What follows belongs to an exercise in optimizing a design on an open flow for small area and a short achievable clock period; a production flow would make more cautious choices.
Only simulation tests tie the RTL to the original design; equivalence was not proved.
Power and IR drop assume default switching activity.

<file path="flow/design.v">
package gp_imem_pkg;
  localparam int          BOOT_WORDS_DEF = 42;
  localparam logic [31:0] NOP_WORD_DEF   = 32'h0000_0000;
  localparam logic [BOOT_WORDS_DEF*32-1:0] BOOT_TABLE = {
    32'h00000000,
    32'h00000000,
    32'h00000000,
    32'h00000000,
    32'h00000000,
    32'h1000ffff,
    32'hac020000,
    32'h00431020,
    32'h24030002,
    32'h24020001,
    32'h00000000,
    32'h0bf00000,
    32'h00000000,
    32'h02000008,
    32'h26100300,
    32'h3c100000,
    32'h00000000,
    32'h11e0fffc,
    32'h31ef0001,
    32'h8d8f0004,
    32'h00000000,
    32'h15aefffe,
    32'h25ad0001,
    32'h240e0040,
    32'h240d0000,
    32'had8c0000,
    32'h358c0001,
    32'h3c0c2000,
    32'h00000000,
    32'h1540fffa,
    32'h254affff,
    32'h25290004,
    32'h25080004,
    32'had2b0000,
    32'h8d0b0000,
    32'h240a0010,
    32'h25290200,
    32'h3c090000,
    32'h25080100,
    32'h3c080000,
    32'h37bd0ff0,
    32'h3c1d1000
  };
  typedef enum logic {
    BOOT = 1'b0,
    RUN  = 1'b1
  } gp_state_e;
endpackage
module gp_imem_boot_rom #(
  parameter int                DATA_W     = 32,
  parameter int                IDX_W      = 6,
  parameter int                BOOT_WORDS = gp_imem_pkg::BOOT_WORDS_DEF,
  parameter logic [DATA_W-1:0] NOP_WORD   = DATA_W'(gp_imem_pkg::NOP_WORD_DEF)
) (
  input  logic [IDX_W-1:0]  idx,
  output logic [DATA_W-1:0] word
);
  always_comb begin
    word = NOP_WORD;
    if ((32'(idx) < BOOT_WORDS) && (32'(idx) < gp_imem_pkg::BOOT_WORDS_DEF))
      word = DATA_W'(gp_imem_pkg::BOOT_TABLE[32*idx +: 32]);
  end
endmodule
module gp_imem (
  input  logic        clk,
  input  logic        rst,
  input  logic [29:0] addr,
  input  logic        stall,
  output logic [31:0] inst,
  output logic        ready,
  input  logic        reload,
  input  logic        wr_en,
  input  logic [29:0] wr_addr,
  input  logic [31:0] wr_data,
  output logic        wr_ack,
  output logic        wr_err,
  output logic        par_err
);
  localparam int DEPTH = 64;
  localparam int BOOT_WORDS = gp_imem_pkg::BOOT_WORDS_DEF;
  logic        run_q;           
  logic        boot_q;          
  logic [31:0] boot_word_q;     
  logic [5:0]  boot_idx_q;      
  logic [5:0]  ra_q;            
  logic        ra_hi_q;         
  logic [31:0] inst_a_qn, inst_b_qn;  
  logic        wr_ack_q, wr_err_q;
  logic [31:0] mem [DEPTH];
  logic [31:0] mem_d [DEPTH];
  logic [31:0] boot_word, wdata, inst_a_dn, inst_b_dn;
  logic        boot_last, wr_accept, wr_hi, host_wen, run_d, ra_hi_d, rd_en;
  logic        hit, boot_hit, host_hit, kill, take;
  logic [5:0]  ra_d, boot_idx_d;
  logic [DEPTH-1:0] we, keep, rsel_a, rsel_b;
  gp_imem_boot_rom u_boot_rom (
    .idx  (boot_idx_d),
    .word (boot_word)
  );
  assign boot_last = (boot_idx_q == 6'(BOOT_WORDS - 1));
  assign wr_accept = run_q & ~reload & wr_en;
  assign wr_hi     = |wr_addr[29:6];
  assign host_wen  = wr_accept & ~wr_hi;
  assign run_d     = run_q ? ~reload : boot_last;
  assign boot_idx_d = (boot_q && !boot_last) ? boot_idx_q + 6'd1 : 6'd0;
  assign ra_d      = stall ? ra_q : addr[5:0];
  assign ra_hi_d   = stall ? ra_hi_q : |addr[29:6];
  assign wdata = boot_q ? boot_word_q : wr_data;
  gp_imem_wdec u_wdec (
    .boot_idx (boot_idx_q),
    .boot     (boot_q),
    .host_idx (wr_addr[5:0]),
    .host     (host_wen),
    .we       (we),
    .keep     (keep)
  );
  for (genvar i = 0; i < DEPTH; i++) begin : g_word
    for (genvar b = 0; b < 32; b++) begin : g_bit
      gp_imem_ao22 u_cell (
        .a1 (mem[i][b]), .a2 (keep[i]), .b1 (wdata[b]), .b2 (we[i]), .y (mem_d[i][b])
      );
    end
    always_ff @(posedge clk) mem[i] <= mem_d[i];
  end
  assign rd_en    = run_d & ~ra_hi_d;
  assign boot_hit = boot_q && (boot_idx_q == ra_d);
  assign host_hit = host_wen && (wr_addr[5:0] == ra_d);
  assign hit      = boot_hit | host_hit;
  assign take     = rd_en & hit;
  assign kill     = rd_en & ~hit;
  gp_imem_rdec u_rdec_a (.addr (addr[5:0]), .held (ra_q), .stall (stall), .sel (rsel_a));
  gp_imem_rdec u_rdec_b (.addr (addr[5:0]), .held (ra_q), .stall (stall), .sel (rsel_b));
  for (genvar b = 0; b < 32; b++) begin : g_rd
    logic [DEPTH-1:0] col;
    for (genvar i = 0; i < DEPTH; i++) begin : g_col
      assign col[i] = mem[i][b];
    end
    gp_imem_rdhalf u_rd_a (
      .sel  (b < 16 ? rsel_a[31:0] : rsel_b[31:0]),
      .d    (col[31:0]),
      .kill (kill),
      .take (take),
      .w    (wdata[b]),
      .yn   (inst_a_dn[b])
    );
    gp_imem_rdhalf_nb u_rd_b (
      .sel  (b < 16 ? rsel_a[63:32] : rsel_b[63:32]),
      .d    (col[63:32]),
      .kill (kill),
      .yn   (inst_b_dn[b])
    );
  end
  always_ff @(posedge clk or negedge rst) begin
    if (!rst) begin
      run_q      <= 1'b0;
      boot_q     <= 1'b1;
      boot_word_q <= gp_imem_pkg::BOOT_TABLE[31:0];
      boot_idx_q <= '0;
      ra_q       <= '0;
      ra_hi_q    <= 1'b0;
      inst_a_qn  <= '1;
      inst_b_qn  <= '1;
      wr_ack_q   <= 1'b0;
      wr_err_q   <= 1'b0;
    end else begin
      run_q      <= run_d;
      boot_q     <= ~run_d;
      boot_word_q <= boot_word;
      boot_idx_q <= boot_idx_d;
      ra_q       <= ra_d;
      ra_hi_q    <= ra_hi_d;
      inst_a_qn  <= inst_a_dn;
      inst_b_qn  <= inst_b_dn;
      wr_ack_q   <= wr_accept;
      wr_err_q   <= wr_accept & wr_hi;
    end
  end
  assign ready   = run_q;
  assign inst    = ~(inst_a_qn & inst_b_qn);
  assign par_err = 1'b0;
  assign wr_ack  = wr_ack_q;
  assign wr_err  = wr_err_q;
endmodule
module gp_imem_wdec (
  input  logic [5:0]  boot_idx,
  input  logic        boot,
  input  logic [5:0]  host_idx,
  input  logic        host,
  output logic [63:0] we,
  output logic [63:0] keep
);
  logic [5:0] bn, hn;
  logic [7:0] blo, bhi, hlo, hhi;
  assign bn = ~boot_idx;
  assign hn = ~host_idx;
  for (genvar j = 0; j < 8; j++) begin : g_pre
    gp_imem_and3 u_blo (
      .a (j[0] ? boot_idx[0] : bn[0]), .b (j[1] ? boot_idx[1] : bn[1]),
      .c (j[2] ? boot_idx[2] : bn[2]), .y (blo[j])
    );
    gp_imem_and4 u_bhi (
      .a (j[0] ? boot_idx[3] : bn[3]), .b (j[1] ? boot_idx[4] : bn[4]),
      .c (j[2] ? boot_idx[5] : bn[5]), .d (boot), .y (bhi[j])
    );
    gp_imem_and3 u_hlo (
      .a (j[0] ? host_idx[0] : hn[0]), .b (j[1] ? host_idx[1] : hn[1]),
      .c (j[2] ? host_idx[2] : hn[2]), .y (hlo[j])
    );
    gp_imem_and4 u_hhi (
      .a (j[0] ? host_idx[3] : hn[3]), .b (j[1] ? host_idx[4] : hn[4]),
      .c (j[2] ? host_idx[5] : hn[5]), .d (host), .y (hhi[j])
    );
  end
  for (genvar i = 0; i < 64; i++) begin : g_w
    gp_imem_ao22 u_we (
      .a1 (blo[i % 8]), .a2 (bhi[i / 8]), .b1 (hlo[i % 8]), .b2 (hhi[i / 8]), .y (we[i])
    );
    gp_imem_aoi22 u_keep (
      .a1 (blo[i % 8]), .a2 (bhi[i / 8]), .b1 (hlo[i % 8]), .b2 (hhi[i / 8]), .y (keep[i])
    );
  end
endmodule
module gp_imem_rdec (
  input  logic [5:0]  addr,
  input  logic [5:0]  held,
  input  logic        stall,
  output logic [63:0] sel
);
  logic [5:0] at, an;
  logic [7:0] lo_n, hi_n;
  for (genvar k = 0; k < 6; k++) begin : g_bit
    gp_imem_mux2  u_t (.a (addr[k]), .b (held[k]), .s (stall), .y (at[k]));
    gp_imem_mux2i u_n (.a (addr[k]), .b (held[k]), .s (stall), .y (an[k]));
  end
  for (genvar j = 0; j < 8; j++) begin : g_pre
    gp_imem_nand3 u_lo (
      .a (j[0] ? at[0] : an[0]), .b (j[1] ? at[1] : an[1]), .c (j[2] ? at[2] : an[2]), .y (lo_n[j])
    );
    gp_imem_nand3 u_hi (
      .a (j[0] ? at[3] : an[3]), .b (j[1] ? at[4] : an[4]), .c (j[2] ? at[5] : an[5]), .y (hi_n[j])
    );
  end
  for (genvar i = 0; i < 64; i++) begin : g_sel
    gp_imem_nor2 u_sel (.a (lo_n[i % 8]), .b (hi_n[i / 8]), .y (sel[i]));
  end
endmodule
module gp_imem_rdhalf (
  input  logic [31:0] sel,
  input  logic [31:0] d,
  input  logic        kill,
  input  logic        take,
  input  logic        w,
  output logic        yn
);
  logic [10:0] t;    
  logic [2:0]  u;    
  for (genvar g = 0; g < 10; g++) begin : g_grp
    gp_imem_aoi222 u_aoi (
      .a0 (sel[3*g]),   .b0 (d[3*g]),
      .a1 (sel[3*g+1]), .b1 (d[3*g+1]),
      .a2 (sel[3*g+2]), .b2 (d[3*g+2]),
      .y  (t[g])
    );
  end
  gp_imem_aoi22 u_last (.a1 (sel[30]), .a2 (d[30]), .b1 (sel[31]), .b2 (d[31]), .y (t[10]));
  gp_imem_nand4 u_n0 (.a (t[0]), .b (t[1]), .c (t[2]), .d (t[3]), .y (u[0]));
  gp_imem_nand4 u_n1 (.a (t[4]), .b (t[5]), .c (t[6]), .d (t[7]), .y (u[1]));
  gp_imem_nand3 u_n2 (.a (t[8]), .b (t[9]), .c (t[10]), .y (u[2]));
  gp_imem_rdout u_out (.u (u), .kill (kill), .take (take), .w (w), .yn (yn));
endmodule
module gp_imem_rdhalf_nb (
  input  logic [31:0] sel,
  input  logic [31:0] d,
  input  logic        kill,
  output logic        yn
);
  logic [10:0] t;    
  logic [2:0]  u;    
  for (genvar g = 0; g < 10; g++) begin : g_grp
    gp_imem_aoi222 u_aoi (
      .a0 (sel[3*g]),   .b0 (d[3*g]),
      .a1 (sel[3*g+1]), .b1 (d[3*g+1]),
      .a2 (sel[3*g+2]), .b2 (d[3*g+2]),
      .y  (t[g])
    );
  end
  gp_imem_aoi22 u_last (.a1 (sel[30]), .a2 (d[30]), .b1 (sel[31]), .b2 (d[31]), .y (t[10]));
  gp_imem_nand4 u_n0 (.a (t[0]), .b (t[1]), .c (t[2]), .d (t[3]), .y (u[0]));
  gp_imem_nand4 u_n1 (.a (t[4]), .b (t[5]), .c (t[6]), .d (t[7]), .y (u[1]));
  gp_imem_nand3 u_n2 (.a (t[8]), .b (t[9]), .c (t[10]), .y (u[2]));
  gp_imem_rdout_k u_out (.u (u), .kill (kill), .yn (yn));
endmodule
module gp_imem_rdout (
  input  logic [2:0] u,
  input  logic       kill, take, w,
  output logic       yn
);
  assign yn = ~((|u & kill) | (w & take));
endmodule
module gp_imem_rdout_k (
  input  logic [2:0] u,
  input  logic       kill,
  output logic       yn
);
  assign yn = ~(|u & kill);
endmodule
module gp_imem_aoi222 (
  input  logic a0, b0, a1, b1, a2, b2,
  output logic y
);
  assign y = ~((a0 & b0) | (a1 & b1) | (a2 & b2));
endmodule
module gp_imem_ao22 (
  input  logic a1, a2, b1, b2,
  output logic y
);
  assign y = (a1 & a2) | (b1 & b2);
endmodule
module gp_imem_aoi22 (
  input  logic a1, a2, b1, b2,
  output logic y
);
  assign y = ~((a1 & a2) | (b1 & b2));
endmodule
module gp_imem_mux2 (
  input  logic a, b, s,
  output logic y
);
  assign y = s ? b : a;
endmodule
module gp_imem_mux2i (
  input  logic a, b, s,
  output logic y
);
  assign y = ~(s ? b : a);
endmodule
module gp_imem_and3 (
  input  logic a, b, c,
  output logic y
);
  assign y = a & b & c;
endmodule
module gp_imem_and4 (
  input  logic a, b, c, d,
  output logic y
);
  assign y = a & b & c & d;
endmodule
module gp_imem_nand2 (
  input  logic a, b,
  output logic y
);
  assign y = ~(a & b);
endmodule
module gp_imem_nand3 (
  input  logic a, b, c,
  output logic y
);
  assign y = ~(a & b & c);
endmodule
module gp_imem_nand4 (
  input  logic a, b, c, d,
  output logic y
);
  assign y = ~(a & b & c & d);
endmodule
module gp_imem_nor2 (
  input  logic a, b,
  output logic y
);
  assign y = ~(a | b);
endmodule
module gp_imem_nor3 (
  input  logic a, b, c,
  output logic y
);
  assign y = ~(a | b | c);
endmodule
</file>
<file path="flow/flow/run.sh">
#!/bin/bash
# Standard layout, with buf_4 as the port buffer instead of the cell buffer_ports picks by itself
# (a delay cell that repair_timing cannot resize out of its footprint).
set -euo pipefail
export BUFFER_PORTS_ARGS="-buffer_cell sky130_fd_sc_hd__buf_4"
bash standard.sh > standard.log 2>&1
</file>
<file path="flow/standard.sh">
#!/bin/bash
# synth_recipe.tcl (not shown) runs the flow's synth.tcl, then flattens the netlist and writes it again
# the make line also repeats each setting of config.mk as NAME=value (left out here)
make -C /OpenROAD-flow-scripts/flow DESIGN_CONFIG=/design/flow/config.mk WORK_HOME=/design/flow/orfs CLKGATE_MAP_FILE= SYNTH_SCRIPT=/design/flow/synth_recipe.tcl "${@:-finish}"
</file>
<file path="flow/config.mk">
export PLATFORM = sky130hd
export DESIGN_NAME = gp_imem
export DESIGN_NICKNAME = gp_imem
export VERILOG_FILES = /design/flow/design.v
export SDC_FILE = /design/flow/constraint.sdc
export NUM_CORES = 4
export LEC_CHECK = 0
export CAP_MARGIN = 20
export CORE_MARGIN = 2
export CORE_UTILIZATION = 52
export CTS_CLUSTER_DIAMETER = 80
export CTS_CLUSTER_SIZE = 20
export PLACE_DENSITY = 0.65
export SETUP_SLACK_MARGIN = 2.5
export SLEW_MARGIN = 65
export SYNTH_HIERARCHICAL = 1
</file>
<file path="flow/constraint.sdc">
create_clock -name core_clock -period 5.5 [get_ports {clk}]
set_input_delay 1.1000 -clock core_clock [delete_from_list [all_inputs] [get_ports {clk}]]
set_output_delay 1.1000 -clock core_clock [all_outputs]
set_load 0.01 [all_outputs]
</file>
==> results of run 1 <==
## state kept, by name (all words and copies together), names as in the netlist
name,count
wr_ack_q,1
inst_a_qn,32
boot_q,1
boot_word_q,32
wr_err_q,1
inst_b_qn,32
ra_q,6
mem,2048
run_q,1
ra_hi_q,1
boot_idx_q,6
## worst max-delay path, stage by stage (launching register included)
cell	delay, ps
dfrtp_2	490
mux2_4	320
buf_4	150
nand3_4	150
buf_6	130
nor2_2	60
buf_6	160
a222oi_1	430
nand4_1	570
o31a_1	480
a21oi_2	100
## routing by layer
layer | vias to the layer above | track usage (%) | wire [µm]
met1 | 33100 | 52.8 | 120000
met4 | 16 | 17.8 | 15800
li1 | 27100 | - | -
met3 | 901 | 13.4 | 40200
met5 | - | 0 | 94
met2 | 4696 | 58.3 | 132000
## stage by stage
step | worst slack (ps) | util (%) | cells | power (mW) | hold slack (ps)
after global routing | 2410 | 61.2 | 8554 | 50.7 | 58.3
final | 2350 | 61.2 | 8560 | 49.0 | 78.2
after global placement | 566 | 55.9 | 8153 | 37.1 | 465
after detailed placement | 955 | 57.5 | 8283 | 38.3 | 469
after CTS | 2420 | 60.3 | 8479 | 48.2 | 47.4
after floorplan | 2340 | - | 5895 | 32.6 | 448
## cell families (layout without fill, tap and decap cells)
| family | after synthesis | in the layout | share of synthesized area, % |
|---|---|---|---|
| flip-flops | 2161 | 2161 | 57.8 |
| other | 2 | 9 | 0.00988 |
| XOR/XNOR | 18 | 18 | 0.207 |
| buffers and inverters | 58 | 799 | 0.405 |
| AO/OA/AOI/OAI | 3054 | 3054 | 36.8 |
| multiplexers | 67 | 67 | 1.06 |
| adder cells (fa/ha/maj) | 11 | 11 | 0.179 |
| AND/OR/NAND/NOR | 524 | 524 | 3.53 |
## per-module statistics from Yosys, one instance, submodules excluded, excerpt
| module | cells inside | copies in the design | area [µm²] |
|---|---|---|---|
| gp_imem_mux2i | 1 | 12 | 10.0 |
| gp_imem | 2310 | 1 | 45000 |
| gp_imem_aoi222 | 1 | 640 | 10.0 |
| gp_imem_rdout_k | 1 | 32 | 12.5 |
| gp_imem_aoi22 | 1 | 128 | 12.5 |
| gp_imem_boot_rom | 189 | 1 | 1190 |
## layout by cell type, fill, tap and decap left out, types with 42 or more instances in the layout
cell	n
a222oi_1	641
a22o_1	2048
a22o_4	64
a22oi_2	128
buf_1	59
buf_12	42
buf_4	410
clkbuf_1	43
clkbuf_16	137
dfstp_2	74
dfxtp_1	2048
nand2_1	51
nand3_1	76
nand4_1	134
nor2_1	120
## area by class of cell
class                      count  share of cell area, %
antenna                        7                 0.0197
sequential                  2161                   49.4
clock buffer                 177                   4.05
timing repair buffer         580                   5.76
multi-input combinational   3676                   37.7
clock inverter                14                  0.194
inverter                      28                  0.127
tap                         1917                   2.70
## final timing paths
check,startpoint,end,slack [ps],cells after the start
worst max-delay path,ra_q[0],inst_a_qn[21],2350,10
worst min-delay path,rst,boot_word_q[30],80,1
worst max register to register,ra_q[0],inst_a_qn[21],2350,10
worst min register to register,mem[49][17],mem[49][17],490,1
max in group asynchronous,rst,inst_a_qn[14],4160,4
min in group core_clock,mem[49][17],mem[49][17],490,1
## power by group through the flow
stage          registers [mW]  logic, mW  clock network, mW
2_1_floorplan            23.5       9.10                  0
5_1_grt                  24.9       15.1               10.7
6_report                 24.4       14.5               10.1
4_1_cts                  24.2       13.8               10.1
3_3_place_gp             24.4       12.6                  0
3_5_place_dp             24.5       13.7                  0
## repair_timing
item                       in CTS  in global routing
pin swaps                      30                 31
gates resized for setup        48                 60
setup buffers                   4                 39
cloned                          1                  2
setup endpoints to repair      84                 62
==> results.sh, run 1 <==
export IMPL_route_antenna_remaining_nets=0
export IMPL_numCtsBuffers=130
export IMPL_synth_yosys_seq_area_share_pct=57.8
export IMPL_die_h_um=386
export IMPL_via_per_inst=7.68
export IMPL_status="complete, no violations"
export IMPL_clkLatencyLatePin_ps=810
export IMPL_row_count=140
export IMPL_register_area_mm2=0.0439
export IMPL_max_cap_viol_count=0
export IMPL_num_fill_cells=11600
export IMPL_grt_max_degree=57
export IMPL_yosysTopAreaCell="dfxtp_1"
export IMPL_clkTransAtPathRegs_ps=80
export IMPL_p_int_mw=32.5
export IMPL_grt_usage_pct=39.7
export IMPL_multiInputGateArea_mm2=0.0336
export IMPL_wl_per_cell_um=36.0
export IMPL_max_freq_mhz=318
export IMPL_start_util_pct=52.3
export IMPL_hold_viol=0
export IMPL_slew_viol_final=0
export IMPL_drtPass1Iterations=14
export IMPL_drc=0
export IMPL_cts_sinks=2161
export IMPL_die_area_mm2=0.149
export IMPL_seqPwrFrac_pct=49.8
export IMPL_switchingPower_mw=16.5
export IMPL_p_comb_share_pct=29.6
export IMPL_port_buffers=131
export IMPL_final_cell_area_mm2=0.0889
export IMPL_setup_violations=0
export IMPL_ir_drop_v=0.000468
export IMPL_cts_path_max_buffers=3
export IMPL_yosys_area_top_type_share_pct=54.0
export IMPL_p_per_area_mw_per_mm2=551
export IMPL_tritoncts="done"
export IMPL_ys_seq_elements=2161
export IMPL_max_slew_margin_pct=56.0
export IMPL_root_buffer="clkbuf_16"
export IMPL_gp_congestion=0.955
export IMPL_synth_cell_types=68
export IMPL_h_tree_depth=4
export IMPL_drt_iter0_drc=11400
export IMPL_cp_start_kind="flip-flop"
export IMPL_synth_commonest_cells="2112 x a22o_1, 2048 x dfxtp_1, 641 x a222oi_1, 156 x nor2_1, 134 x nand4_1"
export IMPL_synth_top_cells_by_area="dfxtp_1 54%, a22o_1 24%, a222oi_1 8.4%, dfstp_2 2.6%, a22oi_2 2.1%"
export IMPL_first_global_vias=61100
export IMPL_syn_area_per_cell_um2=12.9
export IMPL_wirelength_um=308000
export IMPL_synth_edf_count=0
export IMPL_vias=65800
export IMPL_postCtsHoldBufs=0
export IMPL_core_area_mm2=0.145
export IMPL_antenna_found_initial=16
export IMPL_endpoint_kind="flip-flop"
export IMPL_area_growth_pct=17.0
export IMPL_worstSetupPathType="flip-flop to flip-flop"
export IMPL_gr_total_overflow=0
export IMPL_syn_inst=5895
export IMPL_place_area_mm2=0.0837
export IMPL_synth_nets=6002
export IMPL_rsz0062_at_grt="true"
export IMPL_synth_most_common_cell="a22o_1"
export IMPL_fin_nets=6684
export IMPL_fp_dieW_um=386
export IMPL_p_leak_nw=33.7
export IMPL_ios=133
export IMPL_layout_min_cycle_time_ps=3150
export IMPL_drive_above_1_share_pct=17.9
export IMPL_syn_area_mm2=0.0760
export IMPL_period_share_pct=57.2
export IMPL_dp_hpwl_um=195000
export IMPL_async_flop_share_pct=5.23
export IMPL_cp_max_fo=8
export IMPL_p_sw_share_pct=33.7
export IMPL_finalClockSkew_ps=40.4
export IMPL_yosysWarnings=11
export IMPL_tightest_slew_ps=658
export IMPL_cp_data_required_time_ps=6230
export IMPL_grt_pass1_wl_um=441000
export IMPL_power_frac_clock_pct=20.6
export IMPL_synth_main_ff_cell="dfxtp_1"
export IMPL_cp_arrival_ps=3880
export IMPL_tns_ps=0
export IMPL_min_path_type="input pin to async pin"
==> run 2: changes to the inputs <==
--- a/flow/config.mk
+++ b/flow/config.mk
@@ -7,10 +7,10 @@
 export LEC_CHECK = 0
 export CAP_MARGIN = 20
 export CORE_MARGIN = 2
-export CORE_UTILIZATION = 52
-export CTS_CLUSTER_DIAMETER = 80
-export CTS_CLUSTER_SIZE = 20
-export PLACE_DENSITY = 0.65
+export CORE_UTILIZATION = 45
+export CTS_BUF_LIST = sky130_fd_sc_hd__clkbuf_8
+export CTS_CLUSTER_DIAMETER = 60
+export CTS_CLUSTER_SIZE = 15
 export SETUP_SLACK_MARGIN = 2.5
 export SLEW_MARGIN = 65
 export SYNTH_HIERARCHICAL = 1
==> run 2 against run 1 <==
Effect of this change:
- clock power is 15% lower
- total power shrank 3.8%
- routed wire length grew 0.21%
- first-iteration DRC count down 12%
- combinational power hardly changed
- register-to-register slack better by 97 ps
- die area grew 15%
- sequential power about the same
- via count shrank 1.6%
- sequential cell count is the same
- critical endpoint is now inst[19]
- largest power group unchanged
==> results.sh, run 2 <==
export IMPL_endpoint_kind="output port"
export IMPL_grt_max_degree=43
export IMPL_cp_data_required_time_ps=4400
export IMPL_synth_edf_count=0
export IMPL_max_cap_viol_count=0
export IMPL_worstSetupPathType="flip-flop to output port"
export IMPL_cts_sinks=2161
export IMPL_ys_seq_elements=2161
export IMPL_vias=64700
export IMPL_row_count=150
export IMPL_final_cell_mix="2048 x a22o_1, 2048 x dfxtp_1, 641 x a222oi_1, 319 x buf_4, 183 x clkbuf_8"
export IMPL_cpMaxStageDelayCell="dfstp_2"
export IMPL_power_mw=47.1
export IMPL_port_buffers=131
export IMPL_max_freq_mhz=324
export IMPL_tightest_slew_ps=613
export IMPL_r2r_end="inst_b_qn[8]"
export IMPL_fin_nets=6695
export IMPL_die_h_um=415
export IMPL_core_area_mm2=0.167
export IMPL_drtPass1Iterations=10
export IMPL_hold_viol=0
export IMPL_route_antenna_remaining_nets=0
export IMPL_slew_viol_final=0
export IMPL_wirelength_um=309000
export IMPL_antenna_found_initial=7
export IMPL_layout_min_cycle_time_ps=3090
export IMPL_min_path_type="input pin to flip-flop"
export IMPL_syn_area_mm2=0.0760
export IMPL_ios=133
export IMPL_rr_worst_depth=8
export IMPL_clkTransAtPathRegs_ps=110
export IMPL_reg2reg_from="ra_q[5]"
export IMPL_seqPwrFrac_pct=51.5
export IMPL_largest_register_ffs=2048
export IMPL_syn_area_per_cell_um2=12.9
export IMPL_area_growth_pct=16.5
export IMPL_max_slew_margin_pct=58.0
export IMPL_yosysTopAreaCell="dfxtp_1"
export IMPL_largest_register="mem"
export IMPL_reg2reg_slack_ps=2450
export IMPL_root_buffer="clkbuf_8"
export IMPL_cp_start_kind="flip-flop"
export IMPL_status="complete, no violations"
export IMPL_gp_congestion=0.907
export IMPL_drt_iter0_drc=10100
export IMPL_synth_main_ff_cell="dfxtp_1"
export IMPL_synth_cell_types=68
export IMPL_clkLatencyLatePin_ps=990
export IMPL_path_buf_inv=1
export IMPL_ir_drop_v=0.000308
export IMPL_cts_path_max_buffers=3
export IMPL_via_per_inst=7.29
export IMPL_drc=0
export IMPL_p_leak_nw=33.3
export IMPL_h_tree_depth=4
export IMPL_wl_per_cell_um=34.8
export IMPL_synth_most_common_cell="a22o_1"
export IMPL_synth_nets=6002
export IMPL_grt_pass1_wl_um=443000
export IMPL_period_share_pct=56.1
export IMPL_p_per_area_mw_per_mm2=532
export IMPL_p_int_mw=30.9
export IMPL_tritoncts="done"
export IMPL_die_area_mm2=0.172
export IMPL_holdPathStages=3
export IMPL_rsz0062_at_grt="true"
export IMPL_synth_yosys_seq_area_share_pct=57.8
export IMPL_p_comb_share_pct=30.3
export IMPL_drive_above_1_share_pct=17.9
export IMPL_hold_start="addr[2]"
export IMPL_crit_family="flip-flops"
export IMPL_yosysWarnings=11
export IMPL_crit_chain="nand2_8 > buf_6"
export IMPL_start_util_pct=45.4
export IMPL_cp_arrival_ps=1990
export IMPL_fp_dieW_um=415
export IMPL_tns_ps=0
export IMPL_power_frac_clock_pct=18.2
export IMPL_dp_hpwl_um=194000
export IMPL_setup_violations=0
export IMPL_switchingPower_mw=16.2
export IMPL_finalClockSkew_ps=56.7
export IMPL_gr_total_overflow=0
export IMPL_slowest_delay_ps=700
export IMPL_timing_hold_ws_ps=473
export IMPL_p_sw_share_pct=34.4
export IMPL_hold_path_end="ra_q[2]"
export IMPL_numCtsBuffers=171
export IMPL_syn_inst=5895
export IMPL_first_global_vias=61100
export IMPL_grt_usage_pct=34.3
export IMPL_cp_max_fo=1
export IMPL_yosys_area_top_type_share_pct=54.0
export IMPL_synth_commonest_cells="2112 x a22o_1, 2048 x dfxtp_1, 641 x a222oi_1, 156 x nor2_1, 134 x nand4_1"
export IMPL_synth_top_cells_by_area="dfxtp_1 54%, a22o_1 24%, a222oi_1 8.4%, dfstp_2 2.6%, a22oi_2 2.1%"
export IMPL_async_flop_share_pct=5.23
==> run 2: cell counts after synthesis <==
Identical to the previous run, type by type.
==> run 2: worst max-delay path by stage <==
| stage | from | cells after the start | end |
|---|---|---|---|
| 2_1_floorplan | stall | 7 | inst_a_qn[0] |
| 3_3_place_gp | stall | 8 | inst_b_qn[7] |
| 3_5_place_dp | stall | 10 | inst_a_qn[4] |
| 4_1_cts | inst_b_qn[19] | 2 | inst[19] |
| 5_1_grt | inst_b_qn[19] | 2 | inst[19] |
| 6_report | inst_b_qn[19] | 2 | inst[19] |
==> run 2: timing repair <==
action | CTS | global route
hold buffers | 1 | 0
hold endpoints to repair | 1 | 0
buffers inserted | 1 | 15
gates resized for setup | 89 | 21
pin swaps | 31 | 20
endpoints found under the setup margin | 74 | 59
==> run 2: modules after synthesis, one instance, submodules excluded, excerpt <==
module,cells,copies in the design
gp_imem,2310,1
gp_imem_wdec,12,1
gp_imem_aoi22,1,128
gp_imem_mux2,1,12
gp_imem_ao22,1,2112
gp_imem_rdout,2,32
gp_imem_nand3,1,96
gp_imem_mux2i,1,12
==> run 2: final cells by class <==
type	instances	area, µm²
clock buffers	181	2490
repair buffers	550	5180
multi-input cells	3676	33600
diodes	3	7.51
flip-flops and latches	2161	43900
inverters	28	109
well taps	2204	2760
fillers	14300	78900
clock inverters	76	463
==> run 2: kinds of logic (layout without fill, tap and decap cells) <==
logic type	count (synthesis)	in the layout	share of synthesized area, %
other	2	5	0.00988
adders and majority gates	11	11	0.179
AOI/OAI and AO/OA	3054	3054	36.8
xor gates and xnor gates	18	18	0.207
DFF	2161	2161	57.8
buffers and inverters	58	835	0.405
and+or+nand+nor	524	524	3.53
muxes	67	67	1.06
==> run 2: layer usage <==
layer  GRT usage (%)  vias to the layer above  wire length (µm)
met5               0                        -                13
met4            22.0                        2             22200
met3            6.04                      750             28700
met2            51.0                     3976            134000
met1            46.0                    32900            124000
li1                -                    27100                 -
==> run 2: worst min-delay path: stages <==
cell     delay, ps
buf_4          160
mux2i_4        100
inv_1           60
==> run 2: power groups by stage <==
stage	Clock [mW]	Combinational (mW)	Sequential [mW]
6_report	8.56	14.3	24.3
5_1_grt	9.22	14.9	24.8
4_1_cts	8.65	13.7	24.2
3_5_place_dp	0	13.7	24.4
3_3_place_gp	0	12.6	24.3
2_1_floorplan	0	9.10	23.5
==> run 2: metrics by stage <==
stage                     area, µm²  instances  worst slack [ps]  util (%)
after floorplan               76100       5895              2340         -
after global placement        81500       8420               481      48.7
after detailed placement      84200       8567              1080      50.3
after CTS                     87500       8826              2370      52.3
after global routing          88500       8878              2380      52.9
final                         88500       8879              2410      52.9
==> run 3: changes to the inputs <==
--- a/flow/config.mk
+++ b/flow/config.mk
@@ -12,5 +12,5 @@
 export CTS_CLUSTER_DIAMETER = 60
 export CTS_CLUSTER_SIZE = 15
 export SETUP_SLACK_MARGIN = 2.5
-export SLEW_MARGIN = 65
+export SLEW_MARGIN = 75
 export SYNTH_HIERARCHICAL = 1
==> run 3 against run 2 <==
Effect of this change:
- still clean on timing, DRC and antenna
- die area did not move
- design area rose by 5.7%
- utilization rose by 3.0 points
- global-route usage rose by 0.44 points
- via count rose by 3.3%
- total power rose by 2.8%
- critical endpoint is now inst_b_qn[14]
- sequential power barely moved
==> results.sh, run 3 <==
export IMPL_status="complete, no violations"
export IMPL_tritoncts="done"
export IMPL_synth_edf_count=0
export IMPL_synth_main_ff_cell="dfxtp_1"
export IMPL_final_cell_area_mm2=0.0935
export IMPL_gp_congestion=0.907
export IMPL_finalClockSkew_ps=59.7
export IMPL_async_flop_share_pct=5.23
export IMPL_grt_pass1_wl_um=451000
export IMPL_cp_data_required_time_ps=6410
export IMPL_core_area_mm2=0.167
export IMPL_reg2reg_slack_ps=2470
export IMPL_max_cap_viol_count=0
export IMPL_synthAdderAreaFrac_pct=0.179
export IMPL_dp_hpwl_um=207000
export IMPL_wl_per_cell_um=33.7
export IMPL_cpMaxStageDelayCell="clkdlybuf4s50_1"
export IMPL_largest_register="mem"
export IMPL_ios=133
export IMPL_worstSetupPathType="input pin to flip-flop"
export IMPL_area_growth_pct=23.1
export IMPL_syn_inst=5895
export IMPL_multiInputGateArea_mm2=0.0338
export IMPL_root_buffer="clkbuf_8"
export IMPL_place_area_mm2=0.0888
export IMPL_slowest_delay_ps=610
export IMPL_synth_compound_area_share_pct=36.8
export IMPL_grt_max_degree=36
export IMPL_fin_nets=7091
export IMPL_synth_most_common_cell="a22o_1"
export IMPL_cts_path_max_buffers=3
export IMPL_cp_start_kind="input pin"
export IMPL_antenna_found_initial=3
export IMPL_port_buffers=131
export IMPL_syn_area_per_cell_um2=12.9
export IMPL_rr_worst_depth=10
export IMPL_syn_area_mm2=0.0760
export IMPL_crit_chain="buf_8 > buf_16 > buf_16 > mux2i_4 > buf_2 > nand3_4 > nor2_1 > buf_4 > a222oi_1 > clkdlybuf4s50_1 > nand3_1 > o31ai_2"
export IMPL_synth_cell_types=68
export IMPL_gr_total_overflow=0
export IMPL_start_util_pct=45.4
export IMPL_clkTransAtPathRegs_ps=100
export IMPL_clkLatencyLatePin_ps=1010
export IMPL_cts_sinks=2161
export IMPL_power_mw=48.4
export IMPL_yosysWarnings=11
export IMPL_crit_path_start="stall"
export IMPL_drt_iter0_drc=10200
export IMPL_fp_dieW_um=415
export IMPL_numCtsBuffers=172
export IMPL_min_path_type="input pin to flip-flop"
export IMPL_drive_above_1_share_pct=20.2
export IMPL_synth_yosys_seq_area_share_pct=57.8
export IMPL_reg2reg_from="ra_q[2]"
export IMPL_period_share_pct=56.4
export IMPL_cp_max_fo=16
export IMPL_synth_top_family_by_area="compound AO/OA/AOI/OAI gates"
export IMPL_synth_top_cells_by_area="dfxtp_1 54%, a22o_1 24%, a222oi_1 8.4%, dfstp_2 2.6%, a22oi_2 2.1%"
export IMPL_p_per_area_mw_per_mm2=518
export IMPL_ys_seq_elements=2161
export IMPL_ir_drop_v=0.000359
export IMPL_rsz0062_at_grt="true"
export IMPL_yosysTopAreaCell="dfxtp_1"
export IMPL_route_antenna_remaining_nets=0
export IMPL_yosys_area_top_type_share_pct=54.0
export IMPL_yosys_area_share_simple_pct=3.53
export IMPL_wirelength_um=313000
export IMPL_final_cell_mix="2048 x a22o_1, 2048 x dfxtp_1, 641 x a222oi_1, 310 x buf_4, 196 x clkbuf_8"
export IMPL_setup_violations=0
export IMPL_layout_min_cycle_time_ps=3100
export IMPL_cp_arrival_ps=4020
export IMPL_synth_commonest_cells="2112 x a22o_1, 2048 x dfxtp_1, 641 x a222oi_1, 156 x nor2_1, 134 x nand4_1"
export IMPL_cpMostUsedCell="buf_16"
export IMPL_tns_ps=0
export IMPL_slew_viol_final=0
export IMPL_endpoint_kind="flip-flop"
export IMPL_h_tree_depth=4
export IMPL_die_h_um=415
export IMPL_max_freq_mhz=322
export IMPL_muxShareOfSynthArea_pct=1.06
export IMPL_vias=66900
export IMPL_r2r_end="inst_b_qn[14]"
export IMPL_crit_end="inst_b_qn[14]"
export IMPL_die_area_mm2=0.172
export IMPL_row_count=150
export IMPL_drtPass1Iterations=12
export IMPL_via_per_inst=7.21
export IMPL_synth_xor_area_share_pct=0.207
export IMPL_drc=0
export IMPL_p_leak_nw=35.6
export IMPL_hold_viol=0
export IMPL_synth_nets=6002
export IMPL_grt_usage_pct=34.8
export IMPL_first_global_vias=63300
export IMPL_register_area_mm2=0.0439
export IMPL_largest_register_ffs=2048
export IMPL_num_fill_cells=13900
==> run 3: changes by cell type in the layout (fill, tap and decap cells not counted), moves of 31 or more <==
cell | before | now
buf_1 | 82 | 125
buf_2 | 6 | 37
buf_6 | 49 | 88
buf_8 | 2 | 127
clkdlybuf4s50_1 | 0 | 41
dlygate4sd2_1 | 0 | 31
dlymetal6s2s_1 | 5 | 55
==> run 3: worst max-delay path, delay by kind of cell <==
kind	cells	cell delay [ps]
mux	1	190
buf+inv	6	1440
simple gates	3	620
compound gates	2	620
==> run 3: area by class of cell <==
| cell class | count | share of cell area (%) |
|---|---|---|
| flip-flops and latches | 2161 | 47.0 |
| multi-input cells | 3676 | 36.2 |
| repair buffers | 945 | 10.3 |
| well taps | 2204 | 2.95 |
| clock buffers | 190 | 2.80 |
| clock inverters | 78 | 0.661 |
| inverters | 28 | 0.118 |
| diodes | 2 | 0.00535 |
==> run 3: worst min path at each step <==
stage	from	end	slack (ps)	cells after the start
after global routing	reload	run_q	340	2
after detailed placement	mem[53][0]	mem[53][0]	470	1
after global placement	mem[6][30]	mem[6][30]	460	1
after CTS	reload	run_q	320	2
final	reload	run_q	390	2
after floorplan	ra_hi_q	ra_hi_q	450	2
==> run 3: kinds of logic after synthesis <==
kind of cell | after synthesis
AOI/OAI and AO/OA | 3054
xor gates and xnor gates | 18
adders and majority gates | 11
buffers and inverters | 58
DFF | 2161
muxes | 67
other | 2
and+or+nand+nor | 524
==> run 3: timing repair <==
action,in CTS,in global routing
pin swaps,41,49
gates cloned,0,1
buffers inserted,29,16
endpoints found under the hold margin,13,0
hold buffers,1,0
setup endpoints to repair,92,76
gates resized for setup,140,87
==> run 3: per-layer routing <==
layer  vias to the layer above  GRT usage [%]  part of all wire [%]
met4                         0           21.2                   7.1
met1                     34000           46.1                    39
met2                      4205           52.6                    44
li1                      27900              -                     -
met3                       814           6.33                   9.6
met5                         -              0                     0
==> run 3: metrics by stage <==
| step | hold WS (ps) | cells | utilization, % | worst slack, ps |
|---|---|---|---|---|
| final | 390 | 9284 | 55.9 | 2400 |
| after global routing | 344 | 9283 | 55.9 | 2370 |
| after CTS | 317 | 9235 | 55.3 | 2370 |
| after detailed placement | 469 | 8937 | 53.0 | 958 |
| after global placement | 465 | 8420 | 48.7 | 481 |
| after floorplan | 448 | 5895 | - | 2340 |
==> run 3: Yosys stat by module, one instance, submodules excluded, excerpt <==
module,area [µm²],cells inside,flops+latches,times used
gp_imem,45000,2310,2161,1
gp_imem_mux2,15.0,1,0,12
gp_imem_aoi222,10.0,1,0,640
gp_imem_rdout,17.5,2,0,32
gp_imem_nor2,3.75,1,0,128
gp_imem_rdout_k,12.5,1,0,32
gp_imem_mux2i,10.0,1,0,12
gp_imem_wdec,45.0,12,0,1
gp_imem_and3,6.26,1,0,16
==> run 3: where the power goes <==
| group | switching, mW | total [mW] | leakage [nW] | internal (mW) |
|---|---|---|---|---|
| Clock | 5.46 | 9.00 | 1.81 | 3.53 |
| Combinational | 7.91 | 15.1 | 15.8 | 7.21 |
| Sequential | 3.12 | 24.3 | 18.0 | 21.2 |
==> run 4: changes to the inputs <==
--- a/flow/config.mk
+++ b/flow/config.mk
@@ -12,5 +12,5 @@
 export CTS_CLUSTER_DIAMETER = 60
 export CTS_CLUSTER_SIZE = 15
 export SETUP_SLACK_MARGIN = 2.5
-export SLEW_MARGIN = 75
+export SLEW_MARGIN = 55
 export SYNTH_HIERARCHICAL = 1
==> run 4 against run 3 <==
Effect of this change:
- largest cell class unchanged
- sequential share of layout area increased by 3.6 points
- global-route usage decreased by 0.74 points
- clock power decreased by 3.6%
- first-iteration DRC count decreased by 0.81%
- utilization decreased by 4.0 points
==> results.sh, run 4 <==
export IMPL_status="complete, no violations"
export IMPL_row_count=150
export IMPL_numCtsBuffers=173
export IMPL_p_comb_share_pct=29.4
export IMPL_tightest_slew_ps=746
export IMPL_wl_per_cell_um=35.1
export IMPL_finalClockSkew_ps=60.7
export IMPL_seqPwrFrac_pct=52.0
export IMPL_cp_data_required_time_ps=6400
export IMPL_wirelength_um=308000
export IMPL_synth_yosys_seq_area_share_pct=57.8
export IMPL_via_per_inst=7.30
export IMPL_grt_max_degree=66
export IMPL_first_global_vias=60500
export IMPL_synth_nets=6002
export IMPL_ir_drop_v=0.000317
export IMPL_cpMaxStageDelayCell="a222oi_1"
export IMPL_drive_above_1_share_pct=17.4
export IMPL_synth_commonest_cells="2112 x a22o_1, 2048 x dfxtp_1, 641 x a222oi_1, 156 x nor2_1, 134 x nand4_1"
export IMPL_p_leak_nw=32.7
export IMPL_switchingPower_mw=16.1
export IMPL_ios=133
export IMPL_dp_hpwl_um=183000
export IMPL_synth_most_common_cell="a22o_1"
export IMPL_die_area_mm2=0.172
export IMPL_synth_edf_count=0
export IMPL_drc=0
export IMPL_rr_worst_depth=7
export IMPL_min_path_type="input pin to async pin"
export IMPL_fp_dieW_um=415
export IMPL_yosysTopAreaCell="dfxtp_1"
export IMPL_async_flop_share_pct=5.23
export IMPL_clkLatencyLatePin_ps=1000
export IMPL_setup_violations=0
export IMPL_layout_min_cycle_time_ps=3150
export IMPL_tns_ps=0
export IMPL_cts_path_max_buffers=3
export IMPL_max_freq_mhz=318
export IMPL_period_share_pct=57.2
export IMPL_tritoncts="done"
export IMPL_clkTransAtPathRegs_ps=100
export IMPL_yosysWarnings=11
export IMPL_p_sw_share_pct=34.4
export IMPL_slew_viol_final=0
export IMPL_postCtsHoldBufs=0
export IMPL_start_util_pct=45.4
export IMPL_cp_max_fo=16
export IMPL_die_h_um=415
export IMPL_core_area_mm2=0.167
export IMPL_syn_area_mm2=0.0760
export IMPL_hold_viol=0
export IMPL_synth_main_ff_cell="dfxtp_1"
export IMPL_rsz0062_at_grt="true"
export IMPL_cp_num_cells=7
export IMPL_max_slew_margin_pct=50.3
export IMPL_num_fill_cells=14400
export IMPL_crit_chain="mux2_4 > nand3_2 > nor2_1 > buf_4 > a222oi_1 > nand4_1 > o31ai_2"
export IMPL_fin_nets=6568
export IMPL_cp_start_kind="flip-flop"
export IMPL_synth_cell_types=68
export IMPL_cp_arrival_ps=4050
export IMPL_crit_family="compound AO/OA/AOI/OAI gates"
export IMPL_root_buffer="clkbuf_8"
export IMPL_power_frac_clock_pct=18.6
export IMPL_p_per_area_mw_per_mm2=538
export IMPL_ys_seq_elements=2161
export IMPL_yosys_area_top_type_share_pct=54.0
export IMPL_area_growth_pct=14.2
export IMPL_pre_cts_ws_ps=889
export IMPL_endpoint_kind="flip-flop"
export IMPL_reg2reg_slack_ps=2350
export IMPL_max_cap_viol_count=0
export IMPL_route_antenna_remaining_nets=0
export IMPL_cts_sinks=2161
export IMPL_grt_pass1_wl_um=440000
export IMPL_antenna_found_initial=3
export IMPL_grt_usage_pct=34.0
export IMPL_gp_congestion=0.907
export IMPL_slowest_delay_ps=710
export IMPL_worstSetupPathType="flip-flop to flip-flop"
export IMPL_final_cell_mix="2048 x a22o_1, 2048 x dfxtp_1, 641 x a222oi_1, 353 x buf_4, 181 x clkbuf_8"
export IMPL_largest_register_ffs=2048
export IMPL_path_buf_inv=1
export IMPL_drtPass1Iterations=13
export IMPL_p_int_mw=30.6
export IMPL_syn_inst=5895
export IMPL_worst_slack_ps=2350
export IMPL_h_tree_depth=4
export IMPL_synth_top_cells_by_area="dfxtp_1 54%, a22o_1 24%, a222oi_1 8.4%, dfstp_2 2.6%, a22oi_2 2.1%"
export IMPL_syn_area_per_cell_um2=12.9
export IMPL_drt_iter0_drc=10100
export IMPL_vias=64000
export IMPL_gr_total_overflow=0
export IMPL_port_buffers=131
export IMPL_largest_register="mem"
## run 4: power by group through the flow
stage / clock network (mW) / registers (mW) / logic, mW
CTS: 8.77 / 24.1 / 13.2
detailed placement: 0 / 24.4 / 13.1
global placement: 0 / 24.3 / 12.6
finish: 8.68 / 24.3 / 13.7
floorplan: 0 / 23.5 / 9.10
global route: 9.36 / 24.8 / 14.4
## run 4: per-module statistics from Yosys, one instance, submodules excluded, excerpt
module | times used | cells inside | area [µm²]
gp_imem_wdec | 1 | 12 | 45.0
gp_imem_aoi222 | 640 | 1 | 10.0
gp_imem_boot_rom | 1 | 189 | 1190
gp_imem_nor2 | 128 | 1 | 3.75
gp_imem_and4 | 16 | 1 | 8.76
gp_imem_mux2i | 12 | 1 | 10.0
gp_imem_rdout | 32 | 2 | 17.5
gp_imem_and3 | 16 | 1 | 6.26
gp_imem_nand3 | 96 | 1 | 5.00
gp_imem_nand4 | 128 | 1 | 6.26
gp_imem_ao22 | 2112 | 1 | 8.76
gp_imem_aoi22 | 128 | 1 | 12.5
gp_imem_rdout_k | 32 | 1 | 12.5
gp_imem | 1 | 2310 | 45000
## run 4: what timing repair did
action                     CTS  global route
gates cloned                 0             1
buffers inserted             5            32
resized for setup          117            24
setup endpoints to repair  179            84
pin swaps                   41            28
## run 4: layout make-up
class,count,area [µm²],share of cell area (%)
Multi-Input combinational cell,3676,33400,38.5
Inverter,28,105,0.121
Clock buffer,181,2490,2.87
Antenna cell,6,15.0,0.0173
Sequential cell,2161,43900,50.6
Clock inverter,83,541,0.623
Tap cell,2204,2760,3.18
Timing Repair Buffer,421,3520,4.06
## run 4: metal layers
metal,vias up,wire (µm),track usage (%)
met4,2,22300,21.8
met2,3822,133000,50.6
li1,26800,-,-
met5,-,13,0
met1,32600,123000,45.0
met3,740,29700,6.80
## run 4: final timing paths
kind,from,endpoint
setup / recovery,ra_q[5],inst_b_qn[8]
hold / removal,rst,wr_err_q
setup reg to reg,ra_q[5],inst_b_qn[8]
hold reg to reg,ra_hi_q,ra_hi_q
max in group asynchronous,rst,inst_a_qn[28]
min in group core_clock,addr[3],ra_q[3]
## run 4: logic make-up (layout without fill, tap and decap cells)
kind of cell	count (synthesis)	count (layout)	synth area share [%]
flip-flops	2161	2161	57.8
adder cells (fa/ha/maj)	11	11	0.179
AND/OR/NAND/NOR	524	524	3.53
buffers and inverters	58	713	0.405
AO/OA/AOI/OAI	3054	3054	36.8
other	2	8	0.00988
multiplexers	67	67	1.06
XOR/XNOR	18	18	0.207
## run 4: through the flow
stage          power, mW  std cells  hold slack [ps]  utilization (%)  instance area [µm²]
2_1_floorplan       32.6       5895              448                -                76100
3_3_place_gp        36.9       8420              465             48.7                81500
3_5_place_dp        37.5       8438              469             49.3                82500
4_1_cts             46.1       8707             11.7             51.4                86100
5_1_grt             48.6       8756             41.5             51.8                86800
6_report            46.7       8760             58.1             51.8                86800
==> run 5: changes to the inputs <==
--- a/flow/config.mk
+++ b/flow/config.mk
@@ -11,6 +11,6 @@
 export CTS_BUF_LIST = sky130_fd_sc_hd__clkbuf_8
 export CTS_CLUSTER_DIAMETER = 60
 export CTS_CLUSTER_SIZE = 15
-export SETUP_SLACK_MARGIN = 2.5
-export SLEW_MARGIN = 55
+export SETUP_SLACK_MARGIN = 2.7
+export SLEW_MARGIN = 65
 export SYNTH_HIERARCHICAL = 1
==> run 5 against run 4 <==
Effect of this change:
- area after synthesis unchanged
- sequential cell count unchanged
- largest power group unchanged
- die area stayed put
- design area increased by 4.0%
- still clean
==> results.sh, run 5 <==
export IMPL_clkLatencyLatePin_ps=1010
export IMPL_final_cell_mix="2048 x a22o_1, 2048 x dfxtp_1, 641 x a222oi_1, 367 x buf_4, 189 x clkbuf_8"
export IMPL_rsz0062_at_grt="true"
export IMPL_tightest_slew_ps=553
export IMPL_hold_viol=0
export IMPL_max_slew_margin_pct=62.4
export IMPL_grt_pass1_wl_um=442000
export IMPL_reg2reg_slack_ps=2570
export IMPL_wl_per_cell_um=34.3
export IMPL_endpoint_kind="output port"
export IMPL_cp_data_required_time_ps=4400
export IMPL_synth_top_cells_by_area="dfxtp_1 54%, a22o_1 24%, a222oi_1 8.4%, dfstp_2 2.6%, a22oi_2 2.1%"
export IMPL_antenna_found_initial=5
export IMPL_async_flop_share_pct=5.23
export IMPL_core_area_mm2=0.167
export IMPL_port_buffers=131
export IMPL_yosys_area_top_type_share_pct=54.0
export IMPL_grt_max_degree=51
export IMPL_wirelength_um=308000
export IMPL_synth_edf_count=0
export IMPL_rr_worst_depth=7
export IMPL_largest_register_ffs=2048
export IMPL_largest_register="mem"
export IMPL_numCtsBuffers=173
export IMPL_route_antenna_remaining_nets=0
export IMPL_gp_congestion=0.930
export IMPL_setup_violations=0
export IMPL_reg2reg_from="ra_q[0]"
export IMPL_tns_ps=0
export IMPL_root_buffer="clkbuf_8"
export IMPL_synth_yosys_seq_area_share_pct=57.8
export IMPL_synth_most_common_cell="a22o_1"
export IMPL_holdPathStages=2
export IMPL_yosysTopAreaCell="dfxtp_1"
export IMPL_ios=133
export IMPL_cp_arrival_ps=1950
export IMPL_max_cap_viol_count=0
export IMPL_cpMaxStageDelayCell="dfstp_2"
export IMPL_ir_drop_v=0.000339
export IMPL_hold_start="reload"
export IMPL_die_h_um=415
export IMPL_min_path_type="input pin to flip-flop"
export IMPL_fp_dieW_um=415
export IMPL_grt_usage_pct=34.0
export IMPL_synth_commonest_cells="2112 x a22o_1, 2048 x dfxtp_1, 641 x a222oi_1, 156 x nor2_1, 134 x nand4_1"
export IMPL_via_per_inst=7.25
export IMPL_hold_path_end="run_q"
export IMPL_vias=65200
export IMPL_worstSetupPathType="flip-flop to output port"
export IMPL_fin_cells=8991
export IMPL_slowest_delay_ps=670
export IMPL_status="complete, no violations"
export IMPL_drt_iter0_drc=10300
export IMPL_area_growth_pct=18.8
export IMPL_syn_inst=5895
export IMPL_synth_nets=6002
export IMPL_cp_max_fo=1
export IMPL_ys_seq_elements=2161
export IMPL_first_global_vias=61400
export IMPL_tritoncts="done"
export IMPL_dp_cells=8562
export IMPL_p_per_area_mw_per_mm2=529
export IMPL_clkTransAtPathRegs_ps=100
export IMPL_yosysWarnings=11
export IMPL_cp_start_kind="flip-flop"
export IMPL_r2r_end="inst_b_qn[17]"
export IMPL_syn_area_mm2=0.0760
export IMPL_power_mw=47.8
export IMPL_max_freq_mhz=327
export IMPL_row_count=150
export IMPL_gr_total_overflow=0
export IMPL_synth_cell_types=68
export IMPL_syn_area_per_cell_um2=12.9
export IMPL_crit_chain="nand2_2 > buf_6"
export IMPL_drive_above_1_share_pct=20.1
export IMPL_start_util_pct=45.4
export IMPL_drtPass1Iterations=10
export IMPL_die_area_mm2=0.172
export IMPL_cts_sinks=2161
export IMPL_cts_path_max_buffers=3
export IMPL_fin_nets=6799
export IMPL_period_share_pct=55.5
export IMPL_h_tree_depth=4
export IMPL_p_leak_nw=34.2
export IMPL_layout_min_cycle_time_ps=3050
export IMPL_finalClockSkew_ps=63.2
export IMPL_dp_hpwl_um=194000
export IMPL_drc=0
export IMPL_slew_viol_final=0
export IMPL_synth_main_ff_cell="dfxtp_1"
[run 5: cell types whose count changed in the layout (fill, tap and decap cells not counted), sizes merged, moves of 4 or more]
cell | before | now
clkinv | 17 | 8
bufinv | 4 | 8
inv | 84 | 80
buf | 412 | 633
clkbuf | 184 | 200
[run 5: what timing repair did]
item | 4_1_cts | 5_1_grt
setup endpoints to repair | 122 | 373
pin swaps | 72 | 78
hold endpoints to repair | 21 | 0
hold buffers | 1 | 0
resized for setup | 150 | 78
gates cloned | 0 | 4
setup buffers | 32 | 88
[run 5: modules after synthesis (local to each module, per instance), excerpt]
module | cells | flops+latches | cell area, µm² | times used
gp_imem_nor2 | 1 | 0 | 3.75 | 128
gp_imem_wdec | 12 | 0 | 45.0 | 1
gp_imem | 2310 | 2161 | 45000 | 1
gp_imem_aoi22 | 1 | 0 | 12.5 | 128
gp_imem_and3 | 1 | 0 | 6.26 | 16
gp_imem_nand3 | 1 | 0 | 5.00 | 96
[run 5: cell families after synthesis]
kind of cell,Yosys count,share of synthesized area [%]
other,2,0.00988
flip-flops,2161,57.8
AO/OA/AOI/OAI,3054,36.8
adder cells (fa/ha/maj),11,0.179
multiplexers,67,1.06
buffers and inverters,58,0.405
AND/OR/NAND/NOR,524,3.53
XOR/XNOR,18,0.207
[run 5: worst max-delay path, delay by kind of cell (launching register included)]
kind                   cells  cell delay (ps)
buffers and inverters      1              140
DFF                        1              670
and+or+nand+nor            1              130
[run 5: worst max-delay path by stage]
stage                        startpoint             to  slack (ps)  cells past startpoint
after floorplan                   stall   inst_a_qn[0]        2340                      7
after global placement            stall  inst_a_qn[17]         500                      9
after detailed placement          stall  inst_a_qn[21]        1170                     10
after CTS                 inst_b_qn[12]       inst[12]        2400                      2
after global routing       inst_a_qn[6]        inst[6]        2430                      2
final                     inst_b_qn[12]       inst[12]        2450                      2
[run 5: layout make-up]
cell class	count	area [µm²]
inverters	28	110
clock buffers	188	2590
well taps	2204	2760
clock inverters	76	642
diodes	6	15.0
repair buffers	652	6420
flip-flops and latches	2161	43900
multi-input cells	3676	33800
fillers	14200	77100
[run 5: through the flow]
step / hold WS [ps] / worst slack, ps / cell area (µm²) / util [%]
5_1_grt: 336 / 2430 / 90300 / 53.9
2_1_floorplan: 455 / 2340 / 76200 / -
3_3_place_gp: 464 / 503 / 81400 / 48.6
3_5_place_dp: 469 / 1170 / 84300 / 50.4
4_1_cts: 316 / 2400 / 88400 / 52.8
6_report: 385 / 2450 / 90300 / 53.9
[run 5: per-layer routing]
layer	wire length, µm	global-route usage (%)	up-vias
met5	0	0	-
met2	134000	51.2	4065
met3	30900	6.89	767
met1	122000	45.1	33100
li1	-	-	27300
met4	20700	20.3	0
[run 5: report_power, final]
group	internal [mW]	leakage, nW	switching (mW)
sequential	21.2	18.0	3.12
combinational	6.74	14.4	7.72
clock	3.56	1.79	5.45
==> run 6: changes to the inputs <==
==> flow/flow/run.sh (replaced) <==
#!/bin/bash
# Standard layout, with buf_2 as the port buffer instead of the cell buffer_ports picks by itself
# (a delay cell that repair_timing cannot resize out of its footprint).
set -euo pipefail
export BUFFER_PORTS_ARGS="-buffer_cell sky130_fd_sc_hd__buf_2"
bash standard.sh > standard.log 2>&1
--- a/flow/config.mk
+++ b/flow/config.mk
@@ -11,6 +11,6 @@
 export CTS_BUF_LIST = sky130_fd_sc_hd__clkbuf_8
 export CTS_CLUSTER_DIAMETER = 60
 export CTS_CLUSTER_SIZE = 15
-export SETUP_SLACK_MARGIN = 2.7
+export SETUP_SLACK_MARGIN = 2.5
 export SLEW_MARGIN = 65
 export SYNTH_HIERARCHICAL = 1
==> run 6 against run 5 <==
Effect of this change:
- clock-buffer cell count rose by 3
- setup slack got worse by 2.9 ps
- via count fell by 0.91%
- area after synthesis did not move
- sequential power barely moved
==> results.sh, run 6 <==
export IMPL_status="complete, no violations"
export IMPL_synth_nets=6002
export IMPL_power_mw=47.1
export IMPL_yosys_area_top_type_share_pct=54.0
export IMPL_cp_arrival_ps=3950
export IMPL_largest_register="mem"
export IMPL_core_area_mm2=0.167
export IMPL_setup_violations=0
export IMPL_grt_pass1_wl_um=442000
export IMPL_antenna_found_initial=6
export IMPL_yosysTopAreaCell="dfxtp_1"
export IMPL_drt_iter0_drc=10700
export IMPL_p_leak_nw=33.2
export IMPL_fp_dieW_um=415
export IMPL_h_tree_depth=4
export IMPL_slew_viol_final=0
export IMPL_multiInputGateArea_mm2=0.0334
export IMPL_min_path_type="input pin to async pin"
export IMPL_die_area_mm2=0.172
export IMPL_drtPass1Iterations=10
export IMPL_rsz0062_at_grt="true"
export IMPL_synth_cell_types=68
export IMPL_port_buffers=131
export IMPL_max_freq_mhz=327
export IMPL_register_area_mm2=0.0439
export IMPL_syn_area_mm2=0.0760
export IMPL_cpMaxStageDelayCell="a222oi_1"
export IMPL_die_h_um=415
export IMPL_tritoncts="done"
export IMPL_synth_commonest_cells="2112 x a22o_1, 2048 x dfxtp_1, 641 x a222oi_1, 156 x nor2_1, 134 x nand4_1"
export IMPL_crit_chain="buf_6 > mux2_4 > nand3_2 > nor2_1 > buf_4 > a222oi_1 > nand4_1 > o31a_1 > a21oi_2"
export IMPL_wl_per_cell_um=34.6
export IMPL_via_per_inst=7.27
export IMPL_first_global_vias=61100
export IMPL_ir_drop_v=0.000320
export IMPL_numCtsBuffers=173
export IMPL_postCtsHoldBufs=0
export IMPL_gp_congestion=0.930
export IMPL_cts_path_max_buffers=3
export IMPL_max_slew_margin_pct=60.4
export IMPL_ys_seq_elements=2161
export IMPL_syn_inst=5895
export IMPL_slowest_delay_ps=490
export IMPL_path_buf_inv=2
export IMPL_cp_max_fo=25
export IMPL_tns_ps=0
export IMPL_cp_start_kind="input pin"
export IMPL_finalClockSkew_ps=46.0
export IMPL_route_antenna_remaining_nets=0
export IMPL_final_cell_mix="2048 x a22o_1, 2048 x dfxtp_1, 641 x a222oi_1, 238 x buf_4, 192 x clkbuf_8"
export IMPL_synth_most_common_cell="a22o_1"
export IMPL_clkLatencyLatePin_ps=970
export IMPL_root_buffer="clkbuf_8"
export IMPL_drc=0
export IMPL_crit_family="compound AO/OA/AOI/OAI gates"
export IMPL_vias=64600
export IMPL_period_share_pct=55.6
export IMPL_drive_above_1_share_pct=17.9
export IMPL_cts_sinks=2161
export IMPL_dp_hpwl_um=193000
export IMPL_cp_data_required_time_ps=6390
export IMPL_layout_min_cycle_time_ps=3060
export IMPL_synth_yosys_seq_area_share_pct=57.8
export IMPL_grt_usage_pct=34.1
export IMPL_max_cap_viol_count=0
export IMPL_ios=133
export IMPL_grt_max_degree=66
export IMPL_synth_top_cells_by_area="dfxtp_1 54%, a22o_1 24%, a222oi_1 8.4%, dfstp_2 2.6%, a22oi_2 2.1%"
export IMPL_syn_area_per_cell_um2=12.9
export IMPL_worstSetupPathType="input pin to flip-flop"
export IMPL_area_growth_pct=15.6
export IMPL_largest_register_ffs=2048
export IMPL_yosysWarnings=11
export IMPL_fin_nets=6694
export IMPL_hold_viol=0
export IMPL_start_util_pct=45.4
export IMPL_wirelength_um=307000
export IMPL_clkTransAtPathRegs_ps=100
export IMPL_tightest_slew_ps=593
export IMPL_synth_main_ff_cell="dfxtp_1"
export IMPL_p_per_area_mw_per_mm2=536
export IMPL_num_fill_cells=14500
export IMPL_row_count=150
export IMPL_synth_edf_count=0
export IMPL_async_flop_share_pct=5.23
export IMPL_gr_total_overflow=0
export IMPL_endpoint_kind="flip-flop"
-- run 6: cell counts after synthesis --
No cell type changed its count.
-- run 6: cell type report --
class,count,area share [%]
diodes,5,0.0142
clock buffers,191,2.99
clock inverters,72,0.517
inverters,28,0.128
multi-input cells,3676,38.0
flip-flops and latches,2161,50.0
well taps,2204,3.14
repair buffers,547,5.23
-- run 6: path summary, 6_finish.rpt --
check	slack, ps	end	start	cells after the start
worst min-delay path	100	boot_word_q[11]	rst	1
min in group core_clock	490	mem[45][15]	mem[45][15]	1
worst max-delay path	2440	inst_a_qn[25]	stall	9
worst max register to register	2470	inst_a_qn[25]	ra_q[1]	8
worst min register to register	490	mem[45][15]	mem[45][15]	1
max in group asynchronous	4490	inst_b_qn[22]	rst	2
-- run 6: layer usage --
layer,part of all wire [%],up-vias,track usage [%]
li1,-,27100,-
met1,40,32900,45.0
met2,44,3904,51.8
met3,9.4,740,6.62
met4,6.4,2,19.9
met5,0.0026,-,0
-- run 6: logic make-up (layout without fill, tap and decap cells) --
kind of cell	after synthesis	after routing	synth area share, %
AO/OA/AOI/OAI	3054	3054	36.8
XOR/XNOR	18	18	0.207
multiplexers	67	67	1.06
adder cells (fa/ha/maj)	11	11	0.179
flip-flops	2161	2161	57.8
buffers and inverters	58	838	0.405
other	2	7	0.00988
AND/OR/NAND/NOR	524	524	3.53
-- run 6: power breakdown --
part / total, mW / leakage [nW] / internal [mW] / switching (mW)
clock network: 8.72 / 1.72 / 3.30 / 5.42
registers: 24.3 / 18.0 / 21.2 / 3.12
logic: 14.1 / 13.5 / 6.49 / 7.61
-- run 6: repair_timing --
action | 4_1_cts | 5_1_grt
pin swaps | 30 | 15
cloned | 0 | 0
resized for setup | 90 | 24
buffers inserted | 1 | 11
endpoints found under the setup margin | 90 | 50
-- run 6: per-stage QoR --
step,hold WS (ps),cells,setup WS (ps),util [%],cell area (µm²)
global route,74.9,8883,2420,52.5,87900
finish,101,8884,2440,52.5,87900
global placement,465,8436,715,48.5,81300
floorplan,448,5895,2340,-,76100
CTS,28.3,8836,2370,52.0,87100
detailed placement,469,8572,1170,49.9,83600
-- run 6: Yosys stat by module (local to each module, per instance), a selection --
module            flip-flops and latches  times used
gp_imem                             2161           1
gp_imem_aoi22                          0         128
gp_imem_rdout_k                        0          32
gp_imem_boot_rom                       0           1
gp_imem_rdout                          0          32
gp_imem_and4                           0          16
gp_imem_ao22                           0        2112
gp_imem_wdec                           0           1
gp_imem_mux2                           0          12
gp_imem_nand3                          0          96
gp_imem_aoi222                         0         640
gp_imem_and3                           0          16
gp_imem_nor2                           0         128
gp_imem_nand4                          0         128
gp_imem_mux2i                          0          12

-- re-timing with driven ports --
The results above use ideal ports. As a check the final layouts listed here were re-extracted and re-timed, cells and wires unchanged. Step 1 assumes that a clkbuf_16 drives the clock port and a buf_2 every other input. Step 2 adds t to the input delays and takes it off the output delays; t is the mean of the earliest and latest rising clock arrival at the registers after step 1. Input paths then give back, and output paths get back, about the clock's delay inside the block. a / b / c = no drivers / after step 1 / after step 2; a / b = the first two.
| run | t, ns | setup WS [ns] | worst setup path after step 2 | worst register clock-pin slew, ns | worst data-port slew with drivers (ns) |
|---|---|---|---|---|---|
| run 1 | 0.867 | 2.353 / 2.131 / 1.264 | input to register | 0.09 / 0.09 | 0.34 |
| run 2 | 1.047 | 2.415 / 2.331 / 1.404 | input to register | 0.11 / 0.11 | 0.13 |
| run 3 | 1.053 | 2.398 / 2.324 / 1.358 | input to register | 0.11 / 0.11 | 0.12 |
| run 4 | 1.057 | 2.352 / 2.275 / 1.218 | input to register | 0.11 / 0.11 | 0.27 |
| run 5 | 1.079 | 2.446 / 2.350 / 1.464 | input to register | 0.11 / 0.11 | 0.21 |
| run 6 | 1.026 | 2.443 / 2.367 / 1.351 | input to register | 0.11 / 0.11 | 0.15 |
After both steps every run listed still meets setup and hold. The setup slack of run 4, which loses most, moves by -0.077 ns with the drivers and by -1.134 ns with both steps.
